This design comes from an exercise in tuning for small area, a short achievable clock period and few clock cycles per item on the open sky130 flow, not from production work.
Only simulation tests tie the RTL to the original design; equivalence was not proved.

==> flow/design.v <==
`default_nettype none
package dta_pkg;
    localparam logic [15:0] TEMP_OFFSET = 16'd4464;
    localparam logic [15:0] TEMP_ERROR  = 16'hC190;
    localparam logic [15:0] TEMP_SAT    = 16'h7FFF;
    localparam logic [15:0] Q_SAT       = 16'd37232;
    localparam logic [1:0] REG_FILTER_ON     = 2'd0;
    localparam logic [1:0] REG_WINDOW_LENGTH = 2'd1;
    localparam logic [1:0] REG_REFERENCE_CAL = 2'd2;
endpackage
`default_nettype wire
`default_nettype none
module dta_div #(
    parameter int             NR        = 8,
    parameter int             DW        = 12,
    parameter int             PW        = 1,
    parameter logic [NR-1:0]  REG_AFTER = '1
) (
    input  wire logic            aclk,
    input  wire logic            aresetn,
    input  wire logic            en,
    input  wire logic            vin,
    input  wire logic [DW-1:0]   rem_in,
    input  wire logic [2*NR-1:0] lo_in,
    input  wire logic [DW-1:0]   d_in,
    input  wire logic [DW+1:0]   d3_in,
    input  wire logic [PW-1:0]   p_in,
    output logic                 vout,
    output logic [DW-1:0]        rem_out,
    output logic [2*NR-1:0]      q_out,
    output logic [PW-1:0]        p_out
);
    localparam int NB = 2 * NR;
    logic          v_s   [NR+1];
    logic [DW-1:0] rem_s [NR+1];
    logic [NB-1:0] lo_s  [NR+1];
    logic [DW-1:0] d_s   [NR+1];
    logic [DW+1:0] d3_s  [NR+1];
    logic [PW-1:0] p_s   [NR+1];
    assign v_s[0]   = vin;
    assign rem_s[0] = rem_in;
    assign lo_s[0]  = lo_in;
    assign d_s[0]   = d_in;
    assign d3_s[0]  = d3_in;
    assign p_s[0]   = p_in;
    for (genvar r = 0; r < NR; r++) begin : g_row
        logic [DW-1:0] rem_c;
        logic [NB-1:0] lo_c;
        always_comb begin
            logic [DW+1:0] t;
            logic [DW+2:0] s1;
            logic [DW+2:0] s2;
            logic [DW+2:0] s3;
            t  = {rem_s[r], lo_s[r][NB-1:NB-2]};
            s1 = {1'b0, t} - {3'b000, d_s[r]};
            s2 = {1'b0, t} - {2'b00, d_s[r], 1'b0};
            s3 = {1'b0, t} - {1'b0, d3_s[r]};
            if (!s3[DW+2]) begin
                rem_c = s3[DW-1:0];
                lo_c  = {lo_s[r][NB-3:0], 2'd3};
            end else if (!s2[DW+2]) begin
                rem_c = s2[DW-1:0];
                lo_c  = {lo_s[r][NB-3:0], 2'd2};
            end else if (!s1[DW+2]) begin
                rem_c = s1[DW-1:0];
                lo_c  = {lo_s[r][NB-3:0], 2'd1};
            end else begin
                rem_c = t[DW-1:0];
                lo_c  = {lo_s[r][NB-3:0], 2'd0};
            end
        end
        if (REG_AFTER[r]) begin : g_reg
            logic          v_r;
            logic [DW-1:0] rem_r;
            logic [NB-1:0] lo_r;
            logic [DW-1:0] d_r;
            logic [DW+1:0] d3_r;
            logic [PW-1:0] p_r;
            always_ff @(posedge aclk) begin
                if (!aresetn) begin
                    v_r <= 1'b0;
                end else if (en) begin
                    v_r <= v_s[r];
                end
            end
            always_ff @(posedge aclk) begin
                if (en) begin
                    rem_r <= rem_c;
                    lo_r  <= lo_c;
                    d_r   <= d_s[r];
                    d3_r  <= d3_s[r];
                    p_r   <= p_s[r];
                end
            end
            assign v_s[r+1]   = v_r;
            assign rem_s[r+1] = rem_r;
            assign lo_s[r+1]  = lo_r;
            assign d_s[r+1]   = d_r;
            assign d3_s[r+1]  = d3_r;
            assign p_s[r+1]   = p_r;
        end else begin : g_comb
            assign v_s[r+1]   = v_s[r];
            assign rem_s[r+1] = rem_c;
            assign lo_s[r+1]  = lo_c;
            assign d_s[r+1]   = d_s[r];
            assign d3_s[r+1]  = d3_s[r];
            assign p_s[r+1]   = p_s[r];
        end
    end
    assign vout    = v_s[NR];
    assign rem_out = rem_s[NR];
    assign q_out   = lo_s[NR];
    assign p_out   = p_s[NR];
endmodule
`default_nettype wire
`default_nettype none
module dta_ram #(
    parameter int WIDTH = 16,
    parameter int DEPTH = 32
) (
    input  wire logic                     aclk,
    input  wire logic                     we,
    input  wire logic [$clog2(DEPTH)-1:0] waddr,
    input  wire logic [WIDTH-1:0]         wdata,
    input  wire logic [$clog2(DEPTH)-1:0] raddr_a,
    output logic      [WIDTH-1:0]         rdata_a,
    input  wire logic [$clog2(DEPTH)-1:0] raddr_b,
    output logic      [WIDTH-1:0]         rdata_b
);
    logic [WIDTH-1:0] mem [DEPTH];
    always_ff @(posedge aclk) begin
        if (we) begin
            mem[waddr] <= wdata;
        end
    end
    assign rdata_a = mem[raddr_a];
    assign rdata_b = mem[raddr_b];
endmodule
`default_nettype wire
`default_nettype none
import dta_pkg::*;
module die_temperature_average
#(
    parameter int MAX_WINDOW   = 32,
    parameter int READING_BITS = 12
) (
    input  wire logic                                  aclk,
    input  wire logic                                  aresetn,
    input  wire logic [((2*READING_BITS+7)/8)*8-1:0]   s_tdata,
    input  wire logic                                  s_tuser,
    input  wire logic                                  s_tvalid,
    output logic                                       s_tready,
    output logic [15:0]                                m_tdata,
    output logic                                       m_tuser,
    output logic                                       m_tvalid,
    input  wire logic                                  m_tready,
    input  wire logic                                  psel,
    input  wire logic                                  penable,
    input  wire logic                                  pwrite,
    input  wire logic [3:0]                            paddr,
    input  wire logic [31:0]                           pwdata,
    output logic [31:0]                                prdata,
    output logic                                       pready
);
    localparam int RB = READING_BITS;
    logic          filter_on_reg;
    logic [5:0]    window_length_reg;
    logic [RB-1:0] ref_cal_reg;
    logic [19:0]   cal165_reg;     
    logic [21:0]   cal495_reg;     
    logic [5:0]    win_reg;        
    logic [7:0]    win3_reg;       
    logic          dofilt_reg;     
    logic          cfg_write;
    logic [5:0]    wl_new;
    logic [5:0]    win_new;
    assign pready    = 1'b1;
    assign cfg_write = psel & penable & pwrite;
    always_comb begin
        wl_new = pwdata[5:0];
        if (wl_new == 6'd0)       win_new = 6'd1;
        else if (wl_new > 6'd32)  win_new = 6'd32;
        else                      win_new = wl_new;
    end
    always_ff @(posedge aclk) begin
        if (!aresetn) begin
            filter_on_reg     <= 1'b1;
            window_length_reg <= 6'd8;
            ref_cal_reg       <= RB'(1500);
            win_reg           <= 6'd8;
            win3_reg          <= 8'd24;
            dofilt_reg        <= 1'b1;
        end else if (cfg_write) begin
            case (paddr[3:2])
                REG_FILTER_ON: begin
                    filter_on_reg <= pwdata[0];
                    dofilt_reg    <= pwdata[0] && (win_reg > 6'd1);
                end
                REG_WINDOW_LENGTH: begin
                    window_length_reg <= pwdata[5:0];
                    win_reg           <= win_new;
                    win3_reg          <= 8'(win_new) * 8'd3;
                    dofilt_reg        <= filter_on_reg && (win_new > 6'd1);
                end
                REG_REFERENCE_CAL: ref_cal_reg <= pwdata[RB-1:0];
                default: ;
            endcase
        end
    end
    always_ff @(posedge aclk) begin
        cal165_reg <= 20'(ref_cal_reg) * 20'd165;
        cal495_reg <= 22'(ref_cal_reg) * 22'd495;
    end
    always_comb begin
        case (paddr[3:2])
            REG_FILTER_ON:     prdata = {31'd0, filter_on_reg};
            REG_WINDOW_LENGTH: prdata = {26'd0, window_length_reg};
            REG_REFERENCE_CAL: prdata = 32'(ref_cal_reg);
            default:           prdata = 32'd0;
        endcase
    end
    logic en;
    logic adv;
    logic walking;
    logic f_v;
    logic m_valid_reg;
    assign adv      = !m_valid_reg || m_tready;
    assign en       = adv && !(walking && f_v);
    assign s_tready = en;
    logic          a_v;
    logic [RB/2-1:0] a_s1;         
    logic [RB/2-1:0] a_s2;         
    logic [RB/2-1:0] a_s3;         
    logic [RB-1:0] a_r;
    logic          a_err;
    always_ff @(posedge aclk) begin
        if (!aresetn)  a_v <= 1'b0;
        else if (en)   a_v <= s_tvalid;
    end
    always_ff @(posedge aclk) begin
        if (en) begin
            a_r   <= s_tdata[RB-1:0];
            for (int i = 0; i < RB / 2; i++) begin
                a_s1[i] <= (s_tdata[RB+2*i+1 -: 2] == 2'd1);
                a_s2[i] <= (s_tdata[RB+2*i+1 -: 2] == 2'd2);
                a_s3[i] <= (s_tdata[RB+2*i+1 -: 2] == 2'd3);
            end
            a_err <= s_tuser || (s_tdata[RB-1:0] == '0);
        end
    end
    logic [31:0] b_pc;
    always_comb begin
        logic [21:0] pp;
        b_pc = 32'd0;
        for (int i = 0; i < RB / 2; i++) begin
            pp = ({22{a_s1[i]}} & {2'b00, cal165_reg})
               | ({22{a_s2[i]}} & {1'b0, cal165_reg, 1'b0})
               | ({22{a_s3[i]}} & cal495_reg);
            b_pc = b_pc + (32'(pp) << (2 * i));
        end
    end
    logic          b1_v;
    logic [31:0]   b1_p;
    logic [RB-1:0] b1_r;
    logic          b1_err;
    always_ff @(posedge aclk) begin
        if (!aresetn)  b1_v <= 1'b0;
        else if (en)   b1_v <= a_v;
    end
    always_ff @(posedge aclk) begin
        if (en) begin
            b1_p   <= b_pc;
            b1_r   <= a_r;
            b1_err <= a_err;
        end
    end
    logic [31:0]   b_p;
    logic [26:0]   b_base;
    logic [15:0]   b_z;
    assign b_p    = b1_p;
    assign b_base = b_p[31:5] + 27'(b_p[31:17]);
    assign b_z    = 16'(b_p[31:17]) + 16'(b_p[16:5]) + {4'd0, b_p[4:0], 7'd0};
    logic [2:0] b_k;
    always_comb begin
        b_k = 3'd0;
        for (int j = 1; j <= 7; j++) begin
            if (b_z >= 16'(4095 * j)) b_k = 3'(j);
        end
    end
    logic          d1_v;
    logic [26:0]   d1_base;        
    logic [12:0]   d1_bhi1;        
    logic          d1_b1s;         
    logic [2:0]    d1_k;
    logic [RB-1:0] d1_r;
    logic          d1_err;
    always_ff @(posedge aclk) begin
        if (!aresetn)  d1_v <= 1'b0;
        else if (en)   d1_v <= b1_v;
    end
    always_ff @(posedge aclk) begin
        if (en) begin
            d1_base <= b_base;
            d1_bhi1 <= b_base[26:14] + 13'd1;
            d1_b1s  <= &b_base[13:3];
            d1_k    <= b_k;
            d1_r    <= b1_r;
            d1_err  <= b1_err;
        end
    end
    logic [26:0]   d_y;
    logic          q_v;
    logic [15:0]   q_q;
    logic [RB-1:0] q_rem;
    logic [1:0]    q_p;
    logic [RB+1:0] d_r3;
    logic [3:0]  d_klo;
    logic        d_c14;
    assign d_klo = {1'b0, d1_base[2:0]} + {1'b0, d1_k};
    assign d_c14 = d1_b1s && d_klo[3];
    assign d_y   = {(d_c14 ? d1_bhi1 : d1_base[26:14]), d1_base[13:0] + 14'(d1_k)};
    assign d_r3 = {2'b00, d1_r} + {1'b0, d1_r, 1'b0};
    dta_div #(
        .NR        (8),
        .DW        (RB),
        .PW        (2),
        .REG_AFTER (8'b0101_0101)
    ) u_cdiv (
        .aclk    (aclk),
        .aresetn (aresetn),
        .en      (en),
        .vin     (d1_v),
        .rem_in  ({1'b0, d_y[26:16]}),
        .lo_in   (d_y[15:0]),
        .d_in    (d1_r),
        .d3_in   (d_r3),
        .p_in    ({d1_err, ({1'b0, d_y[26:16]} >= d1_r)}),
        .vout    (q_v),
        .rem_out (q_rem),
        .q_out   (q_q),
        .p_out   (q_p)
    );
    logic        f_err;
    logic        f_ovf;
    logic [15:0] f_q;
    assign f_v   = q_v;
    assign f_err = q_p[1];
    assign f_ovf = q_p[0];
    assign f_q   = q_q;
    logic [15:0] f_smp;
    assign f_smp = (f_ovf || (f_q >= Q_SAT)) ? TEMP_SAT : (f_q - TEMP_OFFSET);
    logic [4:0]         ws_reg;       
    logic [4:0]         slot_reg;     
    logic [5:0]         fill_reg;     
    logic [4:0]         slot_nx_reg;  
    logic [5:0]         fill_nx_reg;  
    logic               wfix;         
    logic [7:0]         fill3_reg;    
    logic [5:0]         hw_reg;       
    logic signed [20:0] sum_reg;      
    logic [3:0]         wk_reg;       
    logic [5:0]         wk_lim;       
    logic [5:0]         lim_fw;       
    logic [5:0]         lim_new;      
    logic               wk_acc;       
    logic        g_v;
    logic        g_err;
    logic [15:0] g_smp;
    logic [15:0] g_es;
    logic [15:0] g_ef;
    logic        upd_g;
    logic        upd;
    logic        inc;
    logic [5:0]  slot_inc;
    logic [4:0]  ws_new;
    logic [5:0]  fill_new;
    logic [7:0]  fill3_new;
    logic [5:0]  hw_new;
    logic [4:0]  nx_slot;
    logic [5:0]  nx_fill;
    logic [5:0]  nx_hw;
    logic [5:0]  nx2_inc;
    logic [4:0]  nx2_slot;
    logic [5:0]  nx2_fill;
    logic [4:0]  ra_a;
    logic [4:0]  ra_b;
    logic [15:0] rd_a;
    logic [15:0] rd_b;
    logic [5:0]  wk_i0;
    logic [5:0]  wk_i1;
    assign upd_g     = g_v && !g_err && dofilt_reg;
    assign upd       = en && upd_g;
    assign slot_inc  = {1'b0, slot_reg} + 6'd1;
    assign ws_new    = (slot_inc == win_reg) ? 5'd0 : slot_inc[4:0];
    assign inc       = fill_reg < win_reg;
    assign fill_new  = inc ? fill_reg + 6'd1 : win_reg;
    assign fill3_new = inc ? fill3_reg + 8'd3 : win3_reg;
    assign hw_new    = ({1'b0, slot_reg} == hw_reg) ? hw_reg + 6'd1 : hw_reg;
    assign nx_slot   = upd_g ? slot_nx_reg : slot_reg;
    assign nx_fill   = upd_g ? fill_nx_reg : fill_reg;
    assign nx_hw     = upd_g ? hw_new : hw_reg;
    assign nx2_inc   = {1'b0, slot_nx_reg} + 6'd1;
    assign nx2_slot  = (nx2_inc == win_reg) ? 5'd0 : nx2_inc[4:0];
    assign nx2_fill  = (fill_nx_reg < win_reg) ? fill_nx_reg + 6'd1 : win_reg;
    assign lim_fw    = (fill_reg < win_reg) ? fill_reg : win_reg;
    assign lim_new   = (fill_reg < win_new) ? fill_reg : win_new;
    assign wk_lim    = (lim_fw < hw_reg) ? lim_fw : hw_reg;
    assign wk_i0     = {1'b0, wk_reg, 1'b0};
    assign wk_i1     = {1'b0, wk_reg, 1'b1};
    assign ra_a      = walking ? wk_i0[4:0] : nx_slot;
    assign ra_b      = walking ? wk_i1[4:0] : nx_fill[4:0];
    dta_ram #(
        .WIDTH (16),
        .DEPTH (MAX_WINDOW)
    ) u_store (
        .aclk    (aclk),
        .we      (upd),
        .waddr   (slot_reg),
        .wdata   (g_smp),
        .raddr_a (ra_a),
        .rdata_a (rd_a),
        .raddr_b (ra_b),
        .rdata_b (rd_b)
    );
    always_ff @(posedge aclk) begin
        if (!aresetn)  g_v <= 1'b0;
        else if (en)   g_v <= f_v;
    end
    always_ff @(posedge aclk) begin
        if (en) begin
            g_err <= f_err;
            g_smp <= f_smp;
        end
    end
    always_ff @(posedge aclk) begin
        if (walking) begin
            g_es <= (wk_i0 < wk_lim) ? rd_a : 16'd0;
            g_ef <= (wk_i1 < wk_lim) ? rd_b : 16'd0;
        end else if (en) begin
            g_es <= ({1'b0, nx_slot} < nx_hw) ? rd_a : 16'd0;
            g_ef <= ((nx_fill < win_reg) && (nx_fill < nx_hw)) ? rd_b : 16'd0;
        end
    end
    logic signed [20:0] sum_new;
    assign sum_new = sum_reg + 21'($signed(g_smp)) + 21'($signed(g_ef)) - 21'($signed(g_es));
    always_ff @(posedge aclk) begin
        if (!aresetn) begin
            ws_reg      <= '0;
            slot_reg    <= '0;
            fill_reg    <= '0;
            slot_nx_reg <= 5'd1;
            fill_nx_reg <= 6'd1;
            wfix        <= 1'b0;
            fill3_reg <= '0;
            hw_reg    <= '0;
            sum_reg   <= '0;
            walking   <= 1'b0;
            wk_acc    <= 1'b0;
            wk_reg    <= '0;
        end else begin
            wk_acc <= walking;
            wfix   <= cfg_write && (paddr[3:2] == REG_WINDOW_LENGTH);
            if (wfix) begin
                slot_nx_reg <= ws_new;
                fill_nx_reg <= fill_new;
            end
            if (cfg_write && (paddr[3:2] == REG_WINDOW_LENGTH)) begin
                wk_acc   <= 1'b0;
                wk_reg   <= '0;
                slot_reg <= ({1'b0, ws_reg} < win_new) ? ws_reg : 5'd0;
                if ((lim_new != lim_fw) || walking || wk_acc) begin
                    walking <= 1'b1;
                    sum_reg <= '0;
                end
            end else if (walking || wk_acc) begin
                if (wk_acc) begin
                    sum_reg <= sum_reg + 21'($signed(g_es)) + 21'($signed(g_ef));
                end
                if (walking) begin
                    wk_reg   <= wk_reg + 4'd1;
                    if ((wk_i0 + 6'd2) >= wk_lim) begin
                        walking <= 1'b0;
                    end
                end
            end else if (upd) begin
                ws_reg      <= slot_nx_reg;
                slot_reg    <= slot_nx_reg;
                fill_reg    <= fill_nx_reg;
                slot_nx_reg <= nx2_slot;
                fill_nx_reg <= nx2_fill;
                fill3_reg <= fill3_new;
                hw_reg    <= hw_new;
                sum_reg   <= sum_new;
            end
        end
    end
    logic               h_v;
    logic               h_err;
    logic signed [20:0] h_sum;
    logic [5:0]         h_fill;
    logic [7:0]         h_fill3;
    always_ff @(posedge aclk) begin
        if (!aresetn)  h_v <= 1'b0;
        else if (en)   h_v <= g_v;
    end
    always_ff @(posedge aclk) begin
        if (en) begin
            h_err <= g_err;
            if (g_err) begin
                h_sum   <= 21'($signed(TEMP_ERROR));
                h_fill  <= 6'd1;
                h_fill3 <= 8'd3;
            end else if (dofilt_reg) begin
                h_sum   <= sum_new;
                h_fill  <= fill_nx_reg;
                h_fill3 <= fill3_new;
            end else begin
                h_sum   <= 21'($signed(g_smp));
                h_fill  <= 6'd1;
                h_fill3 <= 8'd3;
            end
        end
    end
    logic        h_neg;
    logic [19:0] h_mag;
    logic [5:0]  h_t;
    logic        h_q14;
    logic [5:0]  h_rem;
    assign h_neg = h_sum[20];
    assign h_mag = h_neg ? ~h_sum[19:0] : h_sum[19:0];
    assign h_t   = h_mag[19:14];
    assign h_q14 = h_t >= h_fill;
    assign h_rem = h_q14 ? h_t - h_fill : h_t;
    logic        mq_v;
    logic [13:0] mq_q;
    logic [5:0]  mq_rem;
    logic [2:0]  mq_p;
    dta_div #(
        .NR        (7),
        .DW        (6),
        .PW        (3),
        .REG_AFTER (7'b001_0101)
    ) u_mdiv (
        .aclk    (aclk),
        .aresetn (aresetn),
        .en      (en),
        .vin     (h_v),
        .rem_in  (h_rem),
        .lo_in   (h_mag[13:0]),
        .d_in    (h_fill),
        .d3_in   (h_fill3),
        .p_in    ({h_err, h_neg, h_q14}),
        .vout    (mq_v),
        .rem_out (mq_rem),
        .q_out   (mq_q),
        .p_out   (mq_p)
    );
    logic [15:0] m_temp_reg;
    logic        m_err_reg;
    always_ff @(posedge aclk) begin
        if (!aresetn)  m_valid_reg <= 1'b0;
        else if (en)   m_valid_reg <= mq_v;
    end
    always_ff @(posedge aclk) begin
        if (en) begin
            m_temp_reg <= mq_p[1] ? ~{1'b0, mq_p[0], mq_q} : {1'b0, mq_p[0], mq_q};
            m_err_reg  <= mq_p[2];
        end
    end
    assign m_tvalid = m_valid_reg;
    assign m_tdata  = m_temp_reg;
    assign m_tuser  = m_err_reg;
endmodule
`default_nettype wire
==> flow/run.sh <==
#!/bin/bash
# synth_recipe.tcl (not shown) runs the flow's synth.tcl, then flattens the netlist and writes it again
# the make line also repeats each setting of config.mk as NAME=value (left out here)
make -C /OpenROAD-flow-scripts/flow DESIGN_CONFIG=/design/flow/config.mk WORK_HOME=/design/flow/orfs CLKGATE_MAP_FILE= SYNTH_SCRIPT=/design/flow/synth_recipe.tcl finish
==> flow/config.mk <==
export PLATFORM = sky130hd
export DESIGN_NAME = die_temperature_average
export DESIGN_NICKNAME = die_temperature_average
export VERILOG_FILES = /design/flow/design.v
export SDC_FILE = /design/flow/constraint.sdc
export NUM_CORES = 4
export LEC_CHECK = 0
export ABC_AREA = 1
export CAP_MARGIN = 20
export CORE_MARGIN = 2
export CORE_UTILIZATION = 40
export CTS_CLUSTER_DIAMETER = 100
export CTS_CLUSTER_SIZE = 24
export PLACE_DENSITY = 0.8
export SETUP_SLACK_MARGIN = 2.0
export SLEW_MARGIN = 20
export TNS_END_PERCENT = 0
==> flow/constraint.sdc <==
create_clock -name core_clock -period 6.0 [get_ports {aclk}]
set_input_delay 1.2000 -clock core_clock [delete_from_list [all_inputs] [get_ports {aclk}]]
set_output_delay 1.2000 -clock core_clock [all_outputs]
set_load 0.01 [all_outputs]
==> key figures, run 1 <==
CTS
  • Clk pin slew, worst setup/hold paths: 100 ps
  • Clock root buffer: clkbuf_16
  • Longest Clk Path Bufs: 3
  • Clk latency of the worst-skew pair: 740 ps
  • CTS tree: done
  • Hold_buf cts: 0
  • Num CTS Buffers: 67
  • H-tree levels: 3
  • CTS Sinks: 1,233

Synth
  • Post-Syn Area per Cell: 8.573 um^2
  • Ys Warns: 16
  • Top_reg_cell synth: edfxtp_1
  • Synth cell types: 85
  • Post-synth EDFFs: approximately 1,100
  • Post-Synthesis Cells: 10,360
  • Synth Cell Area: 88,840 um^2
  • Flops & latches, synth: 1,233
  • Register area share after synthesis: 39.93%
  • Async SR Flop Fraction: 0%

Setup path
  • Crit path capture type: register
  • Worst Path Required: 6460 ps
  • CP max-delay cell: edfxtp_1
  • Worst-path maximum fanout: 6
  • CP peak stage delay: 460 ps
  • Most used cell, CP: nand2_1
  • Critical path type: register to register
  • CP Launch Type: register
  • CP Data Arrival Time: approximately 5000 ps

Finish
  • Largest regs: u_store.mem x512, u_cdiv.g_row.g_reg.lo_r x64, u_cdiv.g_row.g_reg.d3_r x56
  • Final #Nets: 11,600
  • Area Growth Syn to Fin: 12.21%
  • Finished Layout Cells: approximately 14,000
  • Commonest non-fill, non-tap cells in the layout: 2,194 x nand2_1, 1,160 x nand3_1, 1,115 x inv_1
  • Final core utilization: 45.28%
  • Layout cells sized above 1: 10.71%
  • Filler cells: 19,940
  • Largest reg by FF count: u_store.mem
  • Commonest non-fill, non-tap cell in the layout: nand2_1
  • Fin area: 99,680 um^2
  • Max reg flops: 512

Route
  • WL per Instance: 18.87 um
  • Drt pass-1 iters: 9
  • Vias post-DR: 76,080
  • Total Wirelength: 255,800 um
  • DRC Markers: 0
  • Initial DRC count: 9,671
  • Post-route ant nets: 0
  • Vias per cell: 5.613

Timing
  • Slew Viols, Final: 0
  • Slew HR: 18.27%
  • Setup TNS: 0 ps
  • F_max: 226.4 MHz
  • Fin crit period: 4417 ps
  • Setup Skew: between 50 and 60 ps
  • Fin. Hold Viols: 0
  • Worst hold slack: 409.7 ps
  • RSZ-0062 raised after global routing: true
  • Crit share post-route: about 74%
  • # setup viols final: 0
  • Worst-margin pin slew: approximately 1200 ps
  • Final setup margin: 1583 ps

Floorplanning
  • Total Die Area: 225,900 um^2
  • Height of the die: about 480 um
  • Die W: 475.3 um
  • Initial core utilization: 40.35%
  • I/O pin count: 120
  • Core Area: 220,200 um^2
  • FP Rows: between 150 and 200

Place
  • IO buf count: between 70 and 80
  • GPL Wtd Cong: ~0.96
  • Post-DP HPWL: 173,500 um
  • Area after DPL: 92,650 um^2
  • Dpl ws: between 500 and 600 ps
  • Placed instance count: 13,150

Min path
  • Hold Path Class: register to register

Global routing
  • Total GRT Usage: between 20% and 30%
  • Initial antenna violation count: 10
  • Global-route wire length before repair: 390,400 um
  • Pin count of the biggest net entering global routing: between 150 and 200
  • Number of global-route vias before repair: 70,920
  • Total grt overflow: 0

Run
  • Max Cap Viol: 0

Status
  • Status: complete, no violations
-- final cells by class --
type / count / area [um^2] / area share (%)
flip-flops and latches: 1233 / 35510 / 35.62
inverters: 1224 / 4742 / 4.757
repair inverters: 1 / 7.507 / 0.007531
multi-input cells: 7541 / 49270 / 49.43
diodes: 8 / 20.02 / 0.02008
well taps: 2958 / 3701 / 3.713
clock inverters: 21 / 354.1 / 0.3552
clock buffers: 92 / 1813 / 1.819
repair buffers: 476 / 4262 / 4.275
-- timing repair --
action,4_1_cts,5_1_grt
setup buffers,178,95
hold endpoints to repair,0,0
setup endpoints to repair,191,193
pin swaps,70,118
gates resized for setup,314,314
gates cloned,3,4
-- per-layer routing --
metal / GRT usage (%) / vias up / share of wire, % / wire length, um
met1: 28.53 / 35420 / 39 / 98950
li1: - / 35460 / - / -
met2: 34.56 / 4302 / 45 / 115200
met3: 4.054 / 895 / 11 / 27810
met5: 0 / - / 0.012 / 31
met4: 10.17 / 4 / 5.4 / 13760
-- worst paths after layout --
path / startpoint / to / slack, ps / depth (start not counted)
worst max register to register: u_cdiv.g_row[4].g_reg.rem_r[5]$_DFFE_PP_ / u_cdiv.g_row[6].g_reg.rem_r[8]$_DFFE_PP_ / 1580 / 27
worst min-delay path: u_mdiv.g_row[0].g_reg.p_r[0]$_DFFE_PP_ / u_mdiv.g_row[2].g_reg.p_r[0]$_DFFE_PP_ / 410 / 0
worst max-delay path: u_cdiv.g_row[4].g_reg.rem_r[5]$_DFFE_PP_ / u_cdiv.g_row[6].g_reg.rem_r[8]$_DFFE_PP_ / 1580 / 27
worst min register to register: u_mdiv.g_row[0].g_reg.p_r[0]$_DFFE_PP_ / u_mdiv.g_row[2].g_reg.p_r[0]$_DFFE_PP_ / 410 / 0
-- worst max-delay path: cells and delay by family, from the launching register on --
family / cells / cell delay, ps
simple gates: 10 / 1090
fa+ha+maj: 2 / 490
flops: 1 / 460
buf+inv: 5 / 680
compound gates: 10 / 1410
-- synthesized netlist by cell type (all sizes together) (2+ instances only) --
cell type	count	area share (%)
a32oi	12	0.12
o2111ai	13	0.13
a21o	37	0.31
a211oi	18	0.17
a221oi	12	0.16
nand3	1191	6.8
o21bai	25	0.23
o221ai	14	0.14
dfxtp	155	3.5
mux2i	8	0.090
or2	65	0.46
fa	248	5.6
buf	241	1.7
clkbuf	144	0.61
nand3b	28	0.24
a2111oi	2	0.020
ha	741	10
and3	7	0.049
nor4	19	0.16
a21oi	750	4.3
a211o	3	0.030
conb	2	0.0085
o22ai	22	0.15
and2	6	0.042
nand2	2257	9.7
nor2	665	2.9
xnor2	148	1.5
a31oi	36	0.26
clkinv	3	0.013
mux2	6	0.076
nor3	61	0.35
a21boi	27	0.23
o211ai	86	0.73
o31ai	13	0.11
inv	1221	5.2
a31o	3	0.030
a22o	12	0.12
edfxtp	1078	36
o21ai	606	3.5
nand4	70	0.49
xor2	264	2.6
a22oi	14	0.12
o21a	21	0.18
-- logic make-up (layout without fill, tap and decap cells) --
logic type      count (synthesis)  in the layout  share of synthesized area (%)
other cells                     2             29                       0.008454
buf+inv                      1609           1814                          7.521
xor+xnor                      412            412                          4.087
fa+ha+maj                     989            989                          16.02
flops                        1233           1233                          39.93
simple gates                 4372           4374                          21.16
compound gates               1731           1731                          11.10
mux                            14             14                         0.1662
Testbench counts, summed over its fixed seeds: cycles 1,792, items 1,280.
==> inputs of run 2 (changes only) <==
--- a/flow/design.v
+++ b/flow/design.v
@@ -365,6 +365,7 @@
     logic               wk_acc;       
     logic        g_v;
     logic        g_err;
+    logic        g_upd;        
     logic [15:0] g_smp;
     logic [15:0] g_es;
     logic [15:0] g_ef;
@@ -388,7 +389,6 @@
     logic [15:0] rd_b;
     logic [5:0]  wk_i0;
     logic [5:0]  wk_i1;
-    assign upd_g     = g_v && !g_err && dofilt_reg;
     assign upd       = en && upd_g;
     assign slot_inc  = {1'b0, slot_reg} + 6'd1;
     assign ws_new    = (slot_inc == win_reg) ? 5'd0 : slot_inc[4:0];
@@ -423,9 +423,15 @@
         .rdata_b (rd_b)
     );
     always_ff @(posedge aclk) begin
-        if (!aresetn)  g_v <= 1'b0;
-        else if (en)   g_v <= f_v;
+        if (!aresetn) begin
+            g_v   <= 1'b0;
+            g_upd <= 1'b0;
+        end else if (en) begin
+            g_v   <= f_v;
+            g_upd <= f_v && !f_err && dofilt_reg;
+        end
     end
+    assign upd_g = g_upd;
     always_ff @(posedge aclk) begin
         if (en) begin
             g_err <= f_err;
--- a/flow/config.mk
+++ b/flow/config.mk
@@ -11,7 +11,7 @@
 export CORE_UTILIZATION = 40
 export CTS_CLUSTER_DIAMETER = 100
 export CTS_CLUSTER_SIZE = 24
-export PLACE_DENSITY = 0.8
+export PLACE_DENSITY = 0.7
 export SETUP_SLACK_MARGIN = 2.0
 export SLEW_MARGIN = 20
 export TNS_END_PERCENT = 0
==> run 2 against run 1 <==
Against the previous run:
- final area grew 0.51%
- non-clock buffer count grew 23
- cell count grew 1.2%
- register-to-register slack lost 20 ps
- highest routed layer unchanged
- setup slack lost 17 ps
- critical path depth is the same
- via count shrank 2.0%
- sequential share of layout area shrank 0.16 points
- clock-buffer cell count shrank 8
- still clean on timing, DRC and antenna
==> key figures, run 2 <==
Setup path
  • Crit path capture type: register
  • CP Data Arrival Time: between 4000 and 5000 ps
  • Worst Path Required: 6510 ps
  • Worst-path maximum fanout: 7
  • Critical path type: register to register
  • CP Launch Type: register

Floorplanning
  • I/O pin count: 120
  • Height of the die: 475.6 um
  • Total Die Area: 226,200 um^2
  • Die W: 475.6 um
  • FP Rows: 173
  • Initial core utilization: 40.14%
  • Core Area: 221,700 um^2

Finish
  • Layout cells sized above 1: 10.79%
  • Final core utilization: 45.20%
  • Largest reg by FF count: u_store.mem
  • Commonest non-fill, non-tap cell in the layout: nand2_1
  • Largest regs: u_store.mem x512, u_cdiv.g_row.g_reg.lo_r x64, u_cdiv.g_row.g_reg.d3_r x56
  • Max reg flops: 512
  • Finished Layout Cells: 13,720
  • Commonest non-fill, non-tap cells in the layout: 2,501 x nand2_1, 1,174 x nand3_1, 1,110 x inv_1
  • Area Growth Syn to Fin: 12.62%
  • Filler cells: between 20,000 and 25,000
  • Final #Nets: about 12,000

CTS
  • Longest Clk Path Bufs: 3
  • H-tree levels: 3
  • Clk latency of the worst-skew pair: 760 ps
  • CTS tree: done
  • Clock root buffer: clkbuf_16
  • Num CTS Buffers: 73
  • CTS Sinks: 1,234
  • Clk pin slew, worst setup/hold paths: 90 ps

Place
  • GPL Wtd Cong: 0.9318
  • Post-DP HPWL: 175,700 um
  • IO buf count: 76
  • Placed instance count: 13,300

Synth
  • Synth cell types: 74
  • Synth top cells by count: 2,542 x nand2_1, 1,190 x nand3_1, 1,189 x inv_1
  • Post-synth EDFFs: 1,078
  • Async SR Flop Fraction: 0%
  • Synth Cell Area: 88,960 um^2
  • Post-Syn Area per Cell: roughly 8.5 um^2
  • Dominant cell by count in the synthesized netlist: nand2_1
  • Ys Warns: 16
  • Leading area contributor after synthesis: edfxtp_1
  • Post-Synthesis Cells: ~10,000
  • Post-synth top area share: 36.39%
  • Register area share after synthesis: approximately two fifths
  • Flops & latches, synth: 1,234
  • Synth area leaders: edfxtp_1 36%, nand2_1 11%, ha_1 10%
  • Top_reg_cell synth: edfxtp_1

Status
  • Status: complete, no violations

Timing
  • Worst-margin pin slew: 1117 ps
  • RSZ-0062 raised after global routing: true
  • Worst hold slack: 420.6 ps
  • Fin. Hold Viols: 0
  • Fin crit period: 4434 ps
  • Slew Viols, Final: 0
  • # setup viols final: 0
  • Setup Skew: 39.68 ps
  • F_max: between 200 and 250 MHz
  • Setup TNS: 0 ps
  • Slew HR: 25.29%
  • Crit share post-route: 73.90%

Global routing
  • Initial antenna violation count: 11
  • Total GRT Usage: 21.95%
  • Global-route wire length before repair: between 300,000 and 400,000 um
  • Number of global-route vias before repair: a little over 70,000
  • Pin count of the biggest net entering global routing: approximately 180
  • Total grt overflow: 0

Route
  • DRC Markers: 0
  • Vias post-DR: 74,530
  • Drt pass-1 iters: 8
  • WL per Instance: 18.54 um
  • Vias per cell: 5.434
  • Post-route ant nets: 0
  • Initial DRC count: 7,682
  • Total Wirelength: 254,300 um

Run
  • Max Cap Viol: 0

Min path
  • Hold Path Class: register to register
run 2: cell types whose count changed after synthesis, moves of 14 or more:
cell	previous run	this run
o21ai_1	85	30
buf_6	31	9
or2_2	46	60
o21ai_0	506	464
clkbuf_1	144	182
xnor2_1	147	130
buf_4	58	33
o31ai_1	13	32
nor2_1	646	470
nand2_1	2230	2542
nand3b_1	28	14
a21oi_1	729	782
xor2_1	262	281
run 2: cells by family (layout without fill, tap and decap cells):
group	after synthesis	count (layout)	share of synthesized area [%]
xor gates and xnor gates	415	415	4.119
AOI/OAI and AO/OA	1723	1723	11.10
adders and majority gates	989	989	16.00
and+or+nand+nor	4501	4507	21.58
buffers and inverters	1600	1839	7.184
DFF	1234	1234	39.90
other	2	24	0.008442
muxes	9	9	0.1083
run 2: final timing paths:
check	start	to	slack, ps	cells after the start
setup / recovery	u_cdiv.g_row[4].g_reg.rem_r[3]$_DFFE_PP_	u_cdiv.g_row[6].g_reg.rem_r[1]$_DFFE_PP_	1570	27
hold / removal	u_mdiv.g_row[2].g_reg.lo_r[0]$_SDFFCE_PN1P_	u_mdiv.g_row[4].g_reg.lo_r[4]$_DFFE_PP_	420	0
setup reg to reg	u_cdiv.g_row[4].g_reg.rem_r[3]$_DFFE_PP_	u_cdiv.g_row[6].g_reg.rem_r[1]$_DFFE_PP_	1570	27
hold reg to reg	u_mdiv.g_row[2].g_reg.lo_r[0]$_SDFFCE_PN1P_	u_mdiv.g_row[4].g_reg.lo_r[4]$_DFFE_PP_	420	0
run 2: final cells by class:
| type | instances | area [um^2] | area share, % |
|---|---|---|---|
| Antenna cell | 3 | 7.507 | 0.007493 |
| Timing Repair Buffer | 499 | 4339 | 4.331 |
| Tap cell | 2975 | 3722 | 3.715 |
| Timing Repair inverter | 6 | 46.29 | 0.04620 |
| Multi-Input combinational cell | 7664 | 49490 | 49.40 |
| Inverter | 1214 | 4693 | 4.684 |
| Clock buffer | 84 | 1878 | 1.874 |
| Sequential cell | 1234 | 35530 | 35.46 |
| Clock inverter | 36 | 480.5 | 0.4795 |
run 2: what timing repair did:
| item | 4_1_cts | 5_1_grt |
|---|---|---|
| setup endpoints to repair | 182 | 202 |
| pin swaps | 91 | 80 |
| cloned | 10 | 5 |
| hold buffers | 0 | 0 |
| buffers inserted | 209 | 67 |
| resized for setup | 369 | 155 |
run 2: per-stage QoR:
stage	instance area, um^2	setup WS (ps)
5_1_grt	100200	1395
3_3_place_gp	93330	904.5
2_1_floorplan	89400	1959
4_1_cts	98970	1769
3_5_place_dp	93330	826.6
6_report	100200	1566
run 2: worst max-delay path: stages, from the launching register on:
cell        delay, ps
edfxtp_1          480
buf_4             190
ha_4              280
nand2_1            90
o21ai_1           210
a21oi_2            80
nor2_2            180
nand3_2           110
nand2_4           110
buf_4             180
nor2_1             70
a22oi_2           230
buf_4             180
ha_4              220
a21oi_4           170
o21ai_2            80
nand2_1            60
nand4_1           130
nand2_1           110
a21boi_1           60
o21a_1            180
nor2_1            130
nand2_2           120
buf_12            160
clkinvlp_4        140
nand2_1            70
o21ai_1           130
nand2_1            60
run 2: layer usage:
| metal | vias up | wire length, um | GRT usage, % |
|---|---|---|---|
| li1 | 35890 | - | - |
| met1 | 34880 | 107200 | 29.49 |
| met2 | 3215 | 115600 | 35.35 |
| met3 | 545 | 21470 | 3.651 |
| met4 | 4 | 9985 | 8.458 |
| met5 | - | 29 | 0 |
Testbench counts of run 2, summed over its fixed seeds: cycles 1,792, items 1,280.
==> inputs of run 3 (changes only) <==
--- a/flow/config.mk
+++ b/flow/config.mk
@@ -12,6 +12,6 @@
 export CTS_CLUSTER_DIAMETER = 100
 export CTS_CLUSTER_SIZE = 24
 export PLACE_DENSITY = 0.7
-export SETUP_SLACK_MARGIN = 2.0
+export SETUP_SLACK_MARGIN = 2.5
 export SLEW_MARGIN = 20
 export TNS_END_PERCENT = 0
==> run 3 against run 2 <==
Against the previous run:
- setup slack improved by 57 ps
- worst hold slack got worse by 3.1 ps
- first-iteration DRC count up 0.76%
- global-route usage is 0.067 points higher
- critical endpoint is now u_cdiv.g_row[6].g_reg.rem_r[4]$_DFFE_PP_
- highest routed layer unchanged
==> key figures, run 3 <==
Place
  • Area after DPL: 93,360 um^2
  • GPL Wtd Cong: 0.9390
  • IO buf count: 76
  • Post-DP HPWL: 174,700 um

CTS
  • Clock root buffer: clkbuf_16
  • Hold_buf cts: 0
  • Longest Clk Path Bufs: 3
  • H-tree levels: 3
  • Clk pin slew, worst setup/hold paths: 100 ps
  • Clk latency of the worst-skew pair: 740 ps
  • CTS Sinks: 1,234
  • CTS tree: done
  • Num CTS Buffers: 72

Floorplanning
  • Initial core utilization: around two fifths
  • Core Area: 221,700 um^2
  • Die W: ~480 um
  • I/O pin count: 120
  • FP Rows: 173
  • Total Die Area: ~230,000 um^2
  • Height of the die: 475.6 um

Timing
  • RSZ-0062 raised after global routing: true
  • Worst-margin pin slew: between 1000 and 1500 ps
  • F_max: between 200 and 250 MHz
  • Fin crit period: 4377 ps
  • Setup TNS: 0 ps
  • Setup Skew: approximately 63 ps
  • Slew Viols, Final: 0
  • Slew HR: 26.78%
  • Crit share post-route: 72.94%
  • # setup viols final: 0
  • Worst hold slack: 417.5 ps
  • Fin. Hold Viols: 0

Route
  • Drt pass-1 iters: 7
  • Initial DRC count: 7,740
  • Total Wirelength: around 260,000 um
  • Vias post-DR: 75,430
  • Vias per cell: 5.474
  • WL per Instance: 18.69 um
  • Post-route ant nets: 0
  • DRC Markers: 0

Run
  • Max Cap Viol: 0

Setup path
  • CP Data Arrival Time: ~5000 ps
  • CP max-delay cell: edfxtp_1
  • Worst Path Required: between 6000 and 7000 ps
  • CP peak stage delay: 400 ps
  • CP Launch Type: register
  • Worst-path maximum fanout: 6
  • Crit path capture type: register
  • Critical path type: register to register

Synth
  • Post-Syn Area per Cell: 8.495 um^2
  • Synth top cells by count: 2,542 x nand2_1, 1,190 x nand3_1, 1,189 x inv_1
  • Post-Synthesis Cells: around 10,000
  • Post-synth EDFFs: 1,078
  • Dominant cell by count in the synthesized netlist: nand2_1
  • Register area share after synthesis: 39.90%
  • Async SR Flop Fraction: 0%
  • Synth Cell Area: 88,960 um^2
  • Top_reg_cell synth: edfxtp_1
  • Flops & latches, synth: 1,234
  • Ys Warns: 16
  • Synth cell types: 74
  • Leading area contributor after synthesis: edfxtp_1
  • Synth area leaders: edfxtp_1 36%, nand2_1 11%, ha_1 10%
  • Post-synth top area share: 36.39%

Global routing
  • Total GRT Usage: approximately 22%
  • Initial antenna violation count: 8
  • GR Util met3: about 3.7%
  • Pin count of the biggest net entering global routing: ~170
  • GR Util met1: slightly below 30%
  • Number of global-route vias before repair: 71,280
  • Total grt overflow: 0
  • Met2 Track Usage GR: about a third
  • Global-route wire length before repair: 394,900 um
  • Grt peak-use layer: met2

Finish
  • Largest regs: u_store.mem x512, u_cdiv.g_row.g_reg.lo_r x64, u_cdiv.g_row.g_reg.d3_r x56
  • Max reg flops: 512
  • Seq. cell area: 35,540 um^2
  • Largest reg by FF count: u_store.mem
  • Final #Nets: 11,810
  • Commonest non-fill, non-tap cell in the layout: nand2_1
  • Final core utilization: 45.86%
  • Layout cells sized above 1: 12.45%
  • Filler cells: about 21,000
  • Commonest non-fill, non-tap cells in the layout: 2,485 x nand2_1, 1,160 x nand3_1, 1,085 x inv_1
  • Fin area: roughly 100,000 um^2
  • Area of the multi-input gates: 50,260 um^2
  • Area Growth Syn to Fin: 14.25%

Status
  • Status: complete, no violations

Min path
  • Hold Path Class: register to register
[run 3: layout make-up]
cell class	instances	share of cell area, %
multi-input cells	7664	49.45
flip-flops and latches	1234	34.97
repair buffers	564	4.856
inverters	1214	4.690
well taps	2975	3.662
clock buffers	86	1.876
clock inverters	32	0.4419
repair inverters	6	0.04432
diodes	4	0.009848
[run 3: layer usage]
layer,part of all wire [%],up-vias
met1,42,35500
met4,4.4,8
li1,-,36060
met2,45,3247
met5,0.018,-
met3,8.7,616
[run 3: worst max-delay path, delay by kind of cell (launching register included)]
family	cells	cell delay [ps]
AO/OA/AOI/OAI	7	1130
adder cells (fa/ha/maj)	2	600
AND/OR/NAND/NOR	12	1060
buffers and inverters	7	1020
flip-flops	1	400
[run 3: cell families (layout without fill, tap and decap cells)]
family	Yosys count	in the layout	share of synthesized area (%)
AND/OR/NAND/NOR	4501	4507	21.58
AO/OA/AOI/OAI	1723	1723	11.10
buffers and inverters	1600	1902	7.184
flip-flops	1234	1234	39.90
adder cells (fa/ha/maj)	989	989	16.00
XOR/XNOR	415	415	4.119
multiplexers	9	9	0.1083
other	2	25	0.008442
[run 3: path summary, 6_finish.rpt]
kind / from / end / slack [ps] / depth (start not counted)
worst max-delay path: u_cdiv.g_row[4].g_reg.rem_r[7]$_DFFE_PP_ / u_cdiv.g_row[6].g_reg.rem_r[4]$_DFFE_PP_ / 1620 / 28
worst min-delay path: b1_r[8]$_DFFE_PP_ / d1_r[8]$_DFFE_PP_ / 420 / 0
worst min register to register: b1_r[8]$_DFFE_PP_ / d1_r[8]$_DFFE_PP_ / 420 / 0
worst max register to register: u_cdiv.g_row[4].g_reg.rem_r[7]$_DFFE_PP_ / u_cdiv.g_row[6].g_reg.rem_r[4]$_DFFE_PP_ / 1620 / 28
[run 3: timing repair]
action                     CTS  global route
setup endpoints to repair  341           390
hold endpoints to repair     0             0
gates resized for setup    489           219
gates cloned                15             4
buffers inserted           269            77
pin swaps                  179           103
[run 3: per-stage QoR]
step	instances	setup slack [ps]
floorplan	10490	2000
global placement	13290	865.7
detailed placement	13290	855.4
CTS	13690	1831
global route	13780	1453
finish	13780	1623
==> inputs of run 4 (changes only) <==
--- a/flow/design.v
+++ b/flow/design.v
@@ -187,6 +187,7 @@
             filter_on_reg     <= 1'b1;
             window_length_reg <= 6'd8;
             ref_cal_reg       <= RB'(1500);
+            cal165_reg        <= 20'd247500;
             win_reg           <= 6'd8;
             win3_reg          <= 8'd24;
             dofilt_reg        <= 1'b1;
@@ -202,14 +203,16 @@
                     win3_reg          <= 8'(win_new) * 8'd3;
                     dofilt_reg        <= filter_on_reg && (win_new > 6'd1);
                 end
-                REG_REFERENCE_CAL: ref_cal_reg <= pwdata[RB-1:0];
+                REG_REFERENCE_CAL: begin
+                    ref_cal_reg <= pwdata[RB-1:0];
+                    cal165_reg  <= 20'(pwdata[RB-1:0]) * 20'd165;
+                end
                 default: ;
             endcase
         end
     end
     always_ff @(posedge aclk) begin
-        cal165_reg <= 20'(ref_cal_reg) * 20'd165;
-        cal495_reg <= 22'(ref_cal_reg) * 22'd495;
+        cal495_reg <= 22'(cal165_reg) + {1'b0, cal165_reg, 1'b0};
     end
     always_comb begin
         case (paddr[3:2])
@@ -365,7 +368,6 @@
     logic               wk_acc;       
     logic        g_v;
     logic        g_err;
-    logic        g_upd;        
     logic [15:0] g_smp;
     logic [15:0] g_es;
     logic [15:0] g_ef;
@@ -389,6 +391,7 @@
     logic [15:0] rd_b;
     logic [5:0]  wk_i0;
     logic [5:0]  wk_i1;
+    assign upd_g     = g_v && !g_err && dofilt_reg;
     assign upd       = en && upd_g;
     assign slot_inc  = {1'b0, slot_reg} + 6'd1;
     assign ws_new    = (slot_inc == win_reg) ? 5'd0 : slot_inc[4:0];
@@ -423,15 +426,9 @@
         .rdata_b (rd_b)
     );
     always_ff @(posedge aclk) begin
-        if (!aresetn) begin
-            g_v   <= 1'b0;
-            g_upd <= 1'b0;
-        end else if (en) begin
-            g_v   <= f_v;
-            g_upd <= f_v && !f_err && dofilt_reg;
-        end
+        if (!aresetn)  g_v <= 1'b0;
+        else if (en)   g_v <= f_v;
     end
-    assign upd_g = g_upd;
     always_ff @(posedge aclk) begin
         if (en) begin
             g_err <= f_err;
--- a/flow/config.mk
+++ b/flow/config.mk
@@ -12,6 +12,6 @@
 export CTS_CLUSTER_DIAMETER = 100
 export CTS_CLUSTER_SIZE = 24
 export PLACE_DENSITY = 0.7
-export SETUP_SLACK_MARGIN = 2.5
+export SETUP_SLACK_MARGIN = 2.0
 export SLEW_MARGIN = 20
 export TNS_END_PERCENT = 0
==> run 4 against run 3 <==
Against the previous run:
- register-to-register slack barely moved
- sequential share of layout area rose by 0.82 points
- fmax barely moved
- clock skew fell by 32 ps
- first-iteration DRC count rose by 8.0%
- via count rose by 0.75%
- critical path type unchanged
- highest routed layer is now met4
==> key figures, run 4 <==
Status
  • Status: complete, no violations

Place
  • Placed instance count: 13,110
  • GPL Wtd Cong: 0.9623
  • IO buf count: 76
  • Post-DP HPWL: between 150,000 and 200,000 um

CTS
  • Clock root buffer: clkbuf_16
  • Clk pin slew, worst setup/hold paths: 90 ps
  • Clk latency of the worst-skew pair: 760 ps
  • H-tree levels: 3
  • Num CTS Buffers: 74
  • CTS Sinks: ~1,200
  • CTS tree: done
  • Longest Clk Path Bufs: 3

Finish
  • Seq. cell area: approximately 36,000 um^2
  • Final core utilization: 45.62%
  • Largest regs: u_store.mem x512, u_cdiv.g_row.g_reg.lo_r x64, u_cdiv.g_row.g_reg.d3_r x56
  • Largest reg by FF count: u_store.mem
  • Filler cells: 20,500
  • Final #Nets: between 10,000 and 15,000
  • Area of the multi-input gates: roughly 49,000 um^2
  • Commonest non-fill, non-tap cell in the layout: nand2_1
  • Area Growth Syn to Fin: 13.04%
  • Commonest non-fill, non-tap cells in the layout: 2,447 x nand2_1, 1,242 x nand3_1, 1,078 x edfxtp_1
  • Finished Layout Cells: about 14,000
  • Layout cells sized above 1: approximately 11%
  • Max reg flops: around 500

Synth
  • Flops & latches, synth: 1,233
  • Leading area contributor after synthesis: edfxtp_1
  • Post-synth top area share: 36.86%
  • Synth area leaders: edfxtp_1 37%, nand2_1 11%, ha_1 10%
  • Post-synth EDFFs: 1,078
  • Dominant cell by count in the synthesized netlist: nand2_1
  • Post-Synthesis Cells: just over 10,000
  • Synth cell types: 60
  • Async SR Flop Fraction: 0%
  • Ys Warns: 16
  • Top_reg_cell synth: edfxtp_1
  • Register area share after synthesis: 40.40%
  • Post-Syn Area per Cell: about 8.5 um^2
  • Synth top cells by count: 2,498 x nand2_1, 1,260 x nand3_1, 1,153 x inv_1
  • Synth Cell Area: 87,810 um^2

Route
  • DRC Markers: 0
  • WL per Instance: around 20 um
  • Vias post-DR: 76,000
  • Total Wirelength: 270,000 um
  • Post-route ant nets: 0
  • Initial DRC count: ~8,400
  • Drt pass-1 iters: 9
  • Vias per cell: 5.623

Timing
  • Setup Skew: 31.14 ps
  • Fin. Hold Viols: 0
  • Fin crit period: 4378 ps
  • F_max: between 200 and 250 MHz
  • Slew HR: 15.31%
  • Slew Viols, Final: 0
  • Crit share post-route: 72.96%
  • # setup viols final: 0
  • Worst-margin pin slew: ~1300 ps
  • RSZ-0062 raised after global routing: true
  • Setup TNS: 0 ps

Floorplanning
  • Core Area: roughly 220,000 um^2
  • Initial core utilization: 40.36%
  • Height of the die: ~470 um
  • Total Die Area: 223,300 um^2
  • I/O pin count: between 100 and 150
  • Die W: 472.5 um
  • FP Rows: 171

Setup path
  • CP Data Arrival Time: 4920 ps
  • Critical path type: register to register
  • Worst-path maximum fanout: 36
  • CP Launch Type: register
  • FF-to-FF setup slack: 1620 ps
  • Worst Path Required: 6550 ps
  • Crit path capture type: register

Global routing
  • Total GRT Usage: 23.32%
  • Pin count of the biggest net entering global routing: 189
  • Global-route wire length before repair: 410,900 um
  • Total grt overflow: 0
  • Initial antenna violation count: 6
  • Number of global-route vias before repair: 72,580

Min path
  • Hold Path Class: register to register

Run
  • Max Cap Viol: 0
[run 4: final timing paths]
check,endpoint,startpoint,depth (start not counted)
worst max-delay path,g_ef[3]$_DFFE_PP_,dofilt_reg$_SDFFE_PN1P_,15
worst min-delay path,u_cdiv.g_row[6].g_reg.lo_r[5]$_DFFE_PP_,u_cdiv.g_row[4].g_reg.lo_r[1]$_SDFFCE_PN1P_,0
worst max register to register,g_ef[3]$_DFFE_PP_,dofilt_reg$_SDFFE_PN1P_,15
worst min register to register,u_cdiv.g_row[6].g_reg.lo_r[5]$_DFFE_PP_,u_cdiv.g_row[4].g_reg.lo_r[1]$_SDFFCE_PN1P_,0
[run 4: final cells by class]
cell class,instances,area share [%]
repair inverters,3,0.02017
clock inverters,37,0.6454
well taps,2854,3.597
repair buffers,495,4.409
flip-flops and latches,1233,35.79
diodes,3,0.007563
multi-input cells,7617,48.96
inverters,1178,4.620
clock buffers,96,1.949
[run 4: metal layers]
layer,part of all wire (%),track usage (%),wire length (um),vias to the layer above
met4,4.1,9.405,11190,0
met5,0,0,0,-
met3,9.3,4.049,25040,597
met1,42,32.05,113700,35970
met2,44,36.37,120000,3627
li1,-,-,-,35800
[run 4: timing repair]
action,CTS,global route
setup buffers,176,81
cloned,11,4
endpoints found under the setup margin,182,227
gates resized for setup,412,233
pin swaps,70,87
hold buffers,0,0
[run 4: logic make-up (layout without fill, tap and decap cells)]
group / count (synthesis) / count (layout) / share of synthesized area, %
buf+inv: 1558 / 1809 / 7.217
fa+ha+maj: 923 / 923 / 14.90
other cells: 2 / 24 / 0.008552
flops: 1233 / 1233 / 40.40
mux: 40 / 40 / 0.5115
xor+xnor: 399 / 399 / 3.988
compound gates: 1670 / 1670 / 10.90
simple gates: 4555 / 4564 / 22.09
[run 4: stage by stage]
step / cell area (um^2) / hold slack [ps] / worst slack [ps]
after floorplan: 88110 / 376.9 / 1873
after global placement: 91980 / 398.1 / 792.9
after global routing: 99260 / 425.9 / 1442
after CTS: 97540 / 421.5 / 1740
final: 99260 / 423.0 / 1622
after detailed placement: 91980 / 392.8 / 837.7
[run 4: critical path: stages, from the launching register on]
cell and delay [ps]:
dfxtp_1 310, buf_4 300, inv_2 270, nor2_4 220, nand2_2 250, buf_4 280
o21ai_1 510, or2_1 240, o21ai_4 90, inv_2 370, buf_12 320, nand3_1 120
nand3_1 90, nand2_1 150, mux2_2 340, a21oi_1 270
Testbench counts of run 4, summed over its fixed seeds: cycles 1,792, items 1,280.
==> inputs of run 5 (changes only) <==
--- a/flow/config.mk
+++ b/flow/config.mk
@@ -11,7 +11,7 @@
 export CORE_UTILIZATION = 40
 export CTS_CLUSTER_DIAMETER = 100
 export CTS_CLUSTER_SIZE = 24
-export PLACE_DENSITY = 0.7
+export PLACE_DENSITY = 0.8
 export SETUP_SLACK_MARGIN = 2.0
 export SLEW_MARGIN = 20
 export TNS_END_PERCENT = 0
==> run 5 against run 4 <==
Against the previous run:
- critical path type unchanged
- synthesized cell count is the same
- highest routed layer is now met5
- register-to-register slack lost 90 ps
- critical endpoint is now u_cdiv.g_row[4].g_reg.rem_r[2]$_DFFE_PP_
- setup slack lost 89 ps
- still clean on timing, DRC and antenna
- via count grew 1.1%
- cell count grew 0.13%
- largest cell class unchanged
==> key figures, run 5 <==
Status
  • Status: complete, no violations

Global routing
  • Global-route wire length before repair: approximately 400,000 um
  • Number of global-route vias before repair: 72,120
  • Initial antenna violation count: 8
  • Total GRT Usage: roughly 22%
  • Pin count of the biggest net entering global routing: 183
  • Total grt overflow: 0

Finish
  • Final #Nets: 11,620
  • Largest regs: u_store.mem x512, u_cdiv.g_row.g_reg.lo_r x64, u_cdiv.g_row.g_reg.d3_r x56
  • Filler cells: 19,670
  • Largest reg by FF count: u_store.mem
  • Commonest non-fill, non-tap cell in the layout: nand2_1
  • Commonest non-fill, non-tap cells in the layout: 2,445 x nand2_1, 1,244 x nand3_1, 1,078 x edfxtp_1
  • Area Growth Syn to Fin: 13.00%
  • Layout cells sized above 1: about 11%
  • Max reg flops: 512

Run
  • Max Cap Viol: 0

Route
  • DRC Markers: 0
  • Total Wirelength: 256,900 um
  • Drt pass-1 iters: 10
  • Vias post-DR: 76,830
  • Initial DRC count: 9,654
  • Vias per cell: roughly 5.7
  • WL per Instance: 18.98 um
  • Post-route ant nets: 0

Timing
  • Setup Skew: 50.31 ps
  • Final setup margin: about 1500 ps
  • Crit share post-route: approximately three quarters
  • # setup viols final: 0
  • Slew Viols, Final: 0
  • Fin crit period: 4467 ps
  • Worst-margin pin slew: approximately 1100 ps
  • F_max: roughly 220 MHz
  • Worst hold slack: 404.1 ps
  • Setup TNS: 0 ps
  • Fin. Hold Viols: 0
  • Slew HR: 23.30%
  • RSZ-0062 raised after global routing: true

Floorplanning
  • Die W: about 470 um
  • I/O pin count: 120
  • Initial core utilization: 40.36%
  • Total Die Area: 223,300 um^2
  • Height of the die: approximately 470 um
  • Core Area: around 220,000 um^2
  • FP Rows: 171

Setup path
  • CP Launch Type: register
  • Worst r2r src: u_cdiv.g_row[2].g_reg.rem_r[5]$_DFFE_PP_
  • CP peak stage delay: 510 ps
  • Worst-case reg-to-reg path depth: 30
  • Most used cell, CP: nand2_1
  • Worst Path Required: 6500 ps
  • CP Launch Point: u_cdiv.g_row[2].g_reg.rem_r[5]$_DFFE_PP_
  • CP delay by family, top: simple AND/OR/NAND/NOR gates
  • Worst-path maximum fanout: 10
  • FF-to-FF setup slack: ~1500 ps
  • Critical path type: register to register
  • CP bufs+invs: 6
  • CP max-delay cell: edfxtp_1
  • R2R Path End: u_cdiv.g_row[4].g_reg.rem_r[2]$_DFFE_PP_
  • WP depth: 30
  • Crit path capture type: register
  • CP Data Arrival Time: 4960 ps
  • Worst setup endpoint: u_cdiv.g_row[4].g_reg.rem_r[2]$_DFFE_PP_

Synth
  • Ys Warns: 16
  • Leading area contributor after synthesis: edfxtp_1
  • Synth Cell Area: 87,810 um^2
  • Post-synth EDFFs: 1,078
  • Top_reg_cell synth: edfxtp_1
  • Dominant cell by count in the synthesized netlist: nand2_1
  • Async SR Flop Fraction: 0%
  • Synth cell types: 60
  • Post-Syn Area per Cell: 8.460 um^2
  • Synth area leaders: edfxtp_1 37%, nand2_1 11%, ha_1 10%
  • Post-Synthesis Cells: between 10,000 and 15,000
  • Synth top cells by count: 2,498 x nand2_1, 1,260 x nand3_1, 1,153 x inv_1
  • Flops & latches, synth: 1,233
  • Post-synth top area share: between 30% and 40%
  • Register area share after synthesis: between 40 and 50%

CTS
  • Longest Clk Path Bufs: 3
  • CTS Sinks: 1,233
  • Clk pin slew, worst setup/hold paths: approximately 100 ps
  • Num CTS Buffers: 71
  • Clock root buffer: clkbuf_16
  • Clk latency of the worst-skew pair: 750 ps
  • CTS tree: done
  • Hold_buf cts: 0
  • H-tree levels: 3

Place
  • Post-DP HPWL: 174,100 um
  • Dpl ws: about 700 ps
  • IO buf count: 76
  • GPL Wtd Cong: 0.9721

Min path
  • Hold Path Class: register to register
  • Worst hold path depth: 0
-- run 5: cell counts after synthesis --
Identical to the previous run, type by type.
-- run 5: layer usage --
| layer | share of wire (%) | GRT usage [%] | routed length, um |
|---|---|---|---|
| met5 | 0.010 | 0 | 26 |
| met4 | 5.7 | 11.27 | 14590 |
| met3 | 11 | 4.175 | 28730 |
| met2 | 44 | 34.83 | 114300 |
| met1 | 39 | 28.54 | 99240 |
-- run 5: worst min-delay path by stage --
| stage | startpoint | to | slack, ps |
|---|---|---|---|
| floorplan | cal165_reg[0]$_SDFFE_PN0P_ | cal495_reg[0]$_DFF_P_ | 380 |
| global placement | u_cdiv.g_row[4].g_reg.lo_r[11]$_DFFE_PP_ | u_cdiv.g_row[6].g_reg.lo_r[15]$_DFFE_PP_ | 400 |
| detailed placement | cal165_reg[0]$_SDFFE_PN0P_ | cal495_reg[0]$_DFF_P_ | 400 |
| CTS | b1_r[10]$_DFFE_PP_ | d1_r[10]$_DFFE_PP_ | 410 |
| global route | b1_r[10]$_DFFE_PP_ | d1_r[10]$_DFFE_PP_ | 420 |
| finish | b1_r[10]$_DFFE_PP_ | d1_r[10]$_DFFE_PP_ | 400 |
-- run 5: cells by family after synthesis --
kind of cell | count (synthesis) | synth area share, %
other cells | 2 | 0.008552
fa+ha+maj | 923 | 14.90
simple gates | 4555 | 22.09
buf+inv | 1558 | 7.217
mux | 40 | 0.5115
compound gates | 1670 | 10.90
xor+xnor | 399 | 3.988
flops | 1233 | 40.40
-- run 5: timing repair --
action / CTS / global route
setup endpoints to repair: 174 / 190
pin swaps: 74 / 78
buffers inserted: 213 / 69
gates resized for setup: 423 / 188
cloned: 8 / 6
-- run 5: stage by stage --
stage / cell area [um^2] / utilization (%) / std cells
2_1_floorplan: 88110 / - / 10400
3_3_place_gp: 92020 / 42.29 / 13110
3_5_place_dp: 92020 / 42.29 / 13110
4_1_cts: 97860 / 44.97 / 13450
5_1_grt: 99230 / 45.60 / 13530
6_report: 99230 / 45.60 / 13530
-- run 5: cell type report --
| cell class | instances | area (um^2) | area share, % |
|---|---|---|---|
| clock buffers | 99 | 1956 | 1.971 |
| multi-input cells | 7615 | 48500 | 48.88 |
| well taps | 2854 | 3571 | 3.599 |
| flip-flops and latches | 1233 | 35510 | 35.79 |
| repair inverters | 2 | 11.26 | 0.01135 |
| diodes | 6 | 15.01 | 0.01513 |
| inverters | 1178 | 4609 | 4.645 |
| clock inverters | 24 | 429.2 | 0.4325 |
| repair buffers | 523 | 4619 | 4.655 |

-- afterwards: timing with drivers on the ports --
Ports are ideal in the flow. The routed layouts listed here were re-timed in OpenROAD.
Step 1, drivers: a clkbuf_16 drives aclk and a buf_2 each remaining input, both assumed.
Step 2 also shifts input and output timing later by t, the mid clock arrival at the registers, as if the neighbouring blocks saw the same clock.
a / b / c = no drivers / after step 1 / after step 2; a / b = the first two.
run | shift t [ns] | setup slack, ns | worst register clock-pin slew, ns | cell pins on the clock port's net
run 1 | 0.792 | 1.583 / 1.583 / 1.042 | 0.10 / 0.10 | 1
run 2 | 0.830 | 1.566 / 1.566 / 1.078 | 0.10 / 0.10 | 1
run 3 | 0.803 | 1.623 / 1.623 / 1.081 | 0.10 / 0.10 | 1
run 4 | 0.837 | 1.622 / 1.459 / 0.949 | 0.10 / 0.10 | 1
run 5 | 0.815 | 1.533 / 1.533 / 1.053 | 0.10 / 0.10 | 1
After both steps every run listed still meets setup and hold. The setup slack of run 4, which loses most, moves by -0.163 ns with the drivers and by -0.673 ns with both steps.
